Source: an optimization exercise on an open RTL-to-GDS flow (aim: small area, a short achievable clock period and few clock cycles). Production flows keep margins and buffers that such runs may drop. Only simulation tests tie the RTL to the original design; equivalence was not proved.

==> job 1202: inputs <==
Design cpu_top, start of the top module:
module cpu_top (
    input  logic                       clk,
    input  logic                       rst_n,
    input  logic                       run,
    input  logic                       prog_valid,
    input  cpu_pkg::prog_wr_t          prog,
    output logic                       retire_valid,
    output cpu_pkg::retire_t           retire,
    output logic                       awvalid,
    input  logic                       awready,
    output logic [32-1:0] awaddr,
    output logic                       wvalid,
    input  logic                       wready,
    output cpu_pkg::word_t             wdata,
    output logic [1:0]                 wstrb,
    input  logic                       bvalid,
    output logic                       bready
);
==> module cpu_top, before the edit <==
module cpu_top (
    input  logic                       clk,
    input  logic                       rst_n,
    input  logic                       run,
    input  logic                       prog_valid,
    input  cpu_pkg::prog_wr_t          prog,
    output logic                       retire_valid,
    output cpu_pkg::retire_t           retire,
    output logic                       awvalid,
    input  logic                       awready,
    output logic [32-1:0] awaddr,
    output logic                       wvalid,
    input  logic                       wready,
    output cpu_pkg::word_t             wdata,
    output logic [1:0]                 wstrb,
    input  logic                       bvalid,
    output logic                       bready
);
    logic        run_q, prog_v_q;
    logic [24:0] prog_q;
    logic        st_push, st_full;
    logic [7:0]  st_idx;
    logic [15:0] st_data;
    always_ff @(posedge clk or negedge rst_n) begin
        if (!rst_n)
            run_q <= 1'b0;
        else
            run_q <= run;
    end
    always_ff @(posedge clk) begin
        prog_v_q <= prog_valid;
        prog_q   <= prog;
    end
    core_ctrl u_core (
        .clk, .rst_n,
        .run       (run_q),
        .prog_we_i (prog_v_q && !prog_q[24]),
        .prog_we_d (prog_v_q &&  prog_q[24]),
        .prog_idx  (prog_q[23:16]),
        .prog_data (prog_q[15:0]),
        .st_push, .st_idx, .st_data, .st_full,
        .retire_valid,
        .retire
    );
    axi_lite_writer u_axi_wr (
        .clk, .rst_n,
        .push      (st_push),
        .push_idx  (st_idx),
        .push_data (st_data),
        .full      (st_full),
        .awvalid, .awready, .awaddr,
        .wvalid, .wready, .wdata, .wstrb,
        .bvalid, .bready
    );
endmodule
export LEC_CHECK = 0
export CAP_MARGIN = 20
export CORE_MARGIN = 2
export CORE_UTILIZATION = 30
export CTS_CLUSTER_DIAMETER = 80
export CTS_CLUSTER_SIZE = 20
export PLACE_DENSITY = 0.45
export SETUP_SLACK_MARGIN = 5
export SLEW_MARGIN = 20
export TNS_END_PERCENT = 5
create_clock -name core_clock -period 10.0 [get_ports {clk}]
standard.sh (not shown) runs the stock make flow with config.mk's settings and CLKGATE_MAP_FILE= SYNTH_SCRIPT=/design/flow/synth_recipe.tcl, a recipe that flattens the netlist after the stock synthesis.
==> flow/flow/run.sh <==
#!/bin/bash
set -euo pipefail
MARGIN=${MARGIN:-7}
sed -E "s/SETUP_SLACK_MARGIN=[-0-9.]+/SETUP_SLACK_MARGIN=${MARGIN}/" standard.sh > standard_margin.sh
grep -q "SETUP_SLACK_MARGIN=${MARGIN}" standard_margin.sh
bash standard_margin.sh > standard_margin.log 2>&1
==> job 5373: changes against job 1202 <==
--- a/flow/design.v
+++ b/flow/design.v
@@ -543,14 +543,16 @@
     logic [7:0]  st_idx;
     logic [15:0] st_data;
     always_ff @(posedge clk or negedge rst_n) begin
-        if (!rst_n)
-            run_q <= 1'b0;
-        else
-            run_q <= run;
+        if (!rst_n) begin
+            run_q    <= 1'b0;
+            prog_v_q <= 1'b0;
+        end else begin
+            run_q    <= run;
+            prog_v_q <= prog_valid;
+        end
     end
     always_ff @(posedge clk) begin
-        prog_v_q <= prog_valid;
-        prog_q   <= prog;
+        prog_q <= prog;
     end
     core_ctrl u_core (
         .clk, .rst_n,
==> flow/run.sh (new file) <==
#!/bin/bash
# synth_recipe.tcl (not shown) runs the flow's synth.tcl, then flattens the netlist and writes it again
# the make line also repeats each setting of config.mk as NAME=value (left out here)
make -C /OpenROAD-flow-scripts/flow DESIGN_CONFIG=/design/flow/config.mk WORK_HOME=/design/flow/orfs CLKGATE_MAP_FILE= SYNTH_SCRIPT=/design/flow/synth_recipe.tcl finish
==> flow/config.mk (replaced) <==
export PLATFORM = sky130hd
export DESIGN_NAME = cpu_top
export DESIGN_NICKNAME = cpu_top
export VERILOG_FILES = /design/flow/design.v
export SDC_FILE = /design/flow/constraint.sdc
export NUM_CORES = 4
export LEC_CHECK = 0
export CAP_MARGIN = 20
export CORE_MARGIN = 2
export CORE_UTILIZATION = 22
export PLACE_DENSITY = 0.35
export SETUP_SLACK_MARGIN = 5
export SLEW_MARGIN = 20
removed: flow/flow/run.sh
removed: flow/standard.sh
==> job 8367: changes against job 1202 <==
--- a/flow/design.v
+++ b/flow/design.v
@@ -543,14 +543,16 @@
     logic [7:0]  st_idx;
     logic [15:0] st_data;
     always_ff @(posedge clk or negedge rst_n) begin
-        if (!rst_n)
-            run_q <= 1'b0;
-        else
-            run_q <= run;
+        if (!rst_n) begin
+            run_q    <= 1'b0;
+            prog_v_q <= 1'b0;
+        end else begin
+            run_q    <= run;
+            prog_v_q <= prog_valid;
+        end
     end
     always_ff @(posedge clk) begin
-        prog_v_q <= prog_valid;
-        prog_q   <= prog;
+        prog_q <= prog;
     end
     core_ctrl u_core (
         .clk, .rst_n,
==> flow/run.sh (new file) <==
#!/bin/bash
# synth_recipe.tcl (not shown) runs the flow's synth.tcl, then flattens the netlist and writes it again
# the make line also repeats each setting of config.mk as NAME=value (left out here)
make -C /OpenROAD-flow-scripts/flow DESIGN_CONFIG=/design/flow/config.mk WORK_HOME=/design/flow/orfs CLKGATE_MAP_FILE= SYNTH_SCRIPT=/design/flow/synth_recipe.tcl finish
--- a/flow/config.mk
+++ b/flow/config.mk
@@ -7,10 +7,9 @@
 export LEC_CHECK = 0
 export CAP_MARGIN = 20
 export CORE_MARGIN = 2
-export CORE_UTILIZATION = 30
+export CORE_UTILIZATION = 22
 export CTS_CLUSTER_DIAMETER = 80
 export CTS_CLUSTER_SIZE = 20
-export PLACE_DENSITY = 0.45
+export PLACE_DENSITY = 0.35
 export SETUP_SLACK_MARGIN = 5
 export SLEW_MARGIN = 20
-export TNS_END_PERCENT = 5
removed: flow/flow/run.sh
removed: flow/standard.sh
==> results.yml <==
final_layout:
  fin_nets: 18900
outcome:
  status: "timing/DRC/antenna clean"
yosys:
  synth_seq_area_share_pct: 80.0
worst_setup_path:
  ff2ff_path_depth: 11
clock_tree:
  clk_latency_ns: 1.21
drt:
  drtIter0Drc: 23000
That was job 8367.
==> results.yml <==
clock_tree:
  clk_latency_ns: 1.10
worst_setup_path:
  ff2ff_path_depth: 22
final_layout:
  fin_nets: 19600
floorplan:
  initial_core_util_pct: 30.1
drt:
  drtIter0Drc: 28600
yosys:
  synth_seq_area_share_pct: 79.9
outcome:
  status: "timing/DRC/antenna clean"
That was job 1202.
==> results.yml <==
outcome:
  status: "timing/DRC/antenna clean"
drt:
  drtIter0Drc: 22600
clock_tree:
  clk_latency_ns: 1.27
final_layout:
  fin_nets: 19300
worst_setup_path:
  ff2ff_path_depth: 14
power_and_ir_drop:
  maxPowerGroup: "sequential cells"
timing:
  hold_ws_ns: 0.325
That was job 5373.
Testbench counts of job 1202, summed over its fixed seeds: cycles 20,369.
Testbench counts of job 5373, summed over its fixed seeds: cycles 20,369.
Testbench counts of job 8367, summed over its fixed seeds: cycles 20,369.

-- afterwards: timing with drivers on the ports --
How much do the figures lean on ideal ports? The routed layouts below were timed once more, with nothing changed but the port constraints.
Step 1, drivers: a clkbuf_16 drives clk and a buf_2 each remaining input, both assumed.
Step 2 moves the port delays by t, midway between the first and last clock arrival at a register: inputs arrive t later, outputs are due t later. That takes back most of the time a late clock gives input paths.
Three values: ideal, step 1, step 2; two values: the first two.
run | shift t [ns] | setup WS [ns] | worst register clock-pin slew, ns | worst slew at a driven data input, ns
job 1202 | 1.200 | 5.309 / 5.309 / 5.309 | 0.10 / 0.10 | 0.21
job 5373 | 1.374 | 4.868 / 4.868 / 4.868 | 0.08 / 0.08 | 0.25
job 8367 | 1.328 | 4.941 / 4.941 / 4.941 | 0.09 / 0.09 | 0.25
After both steps setup and hold are still met in every run listed.
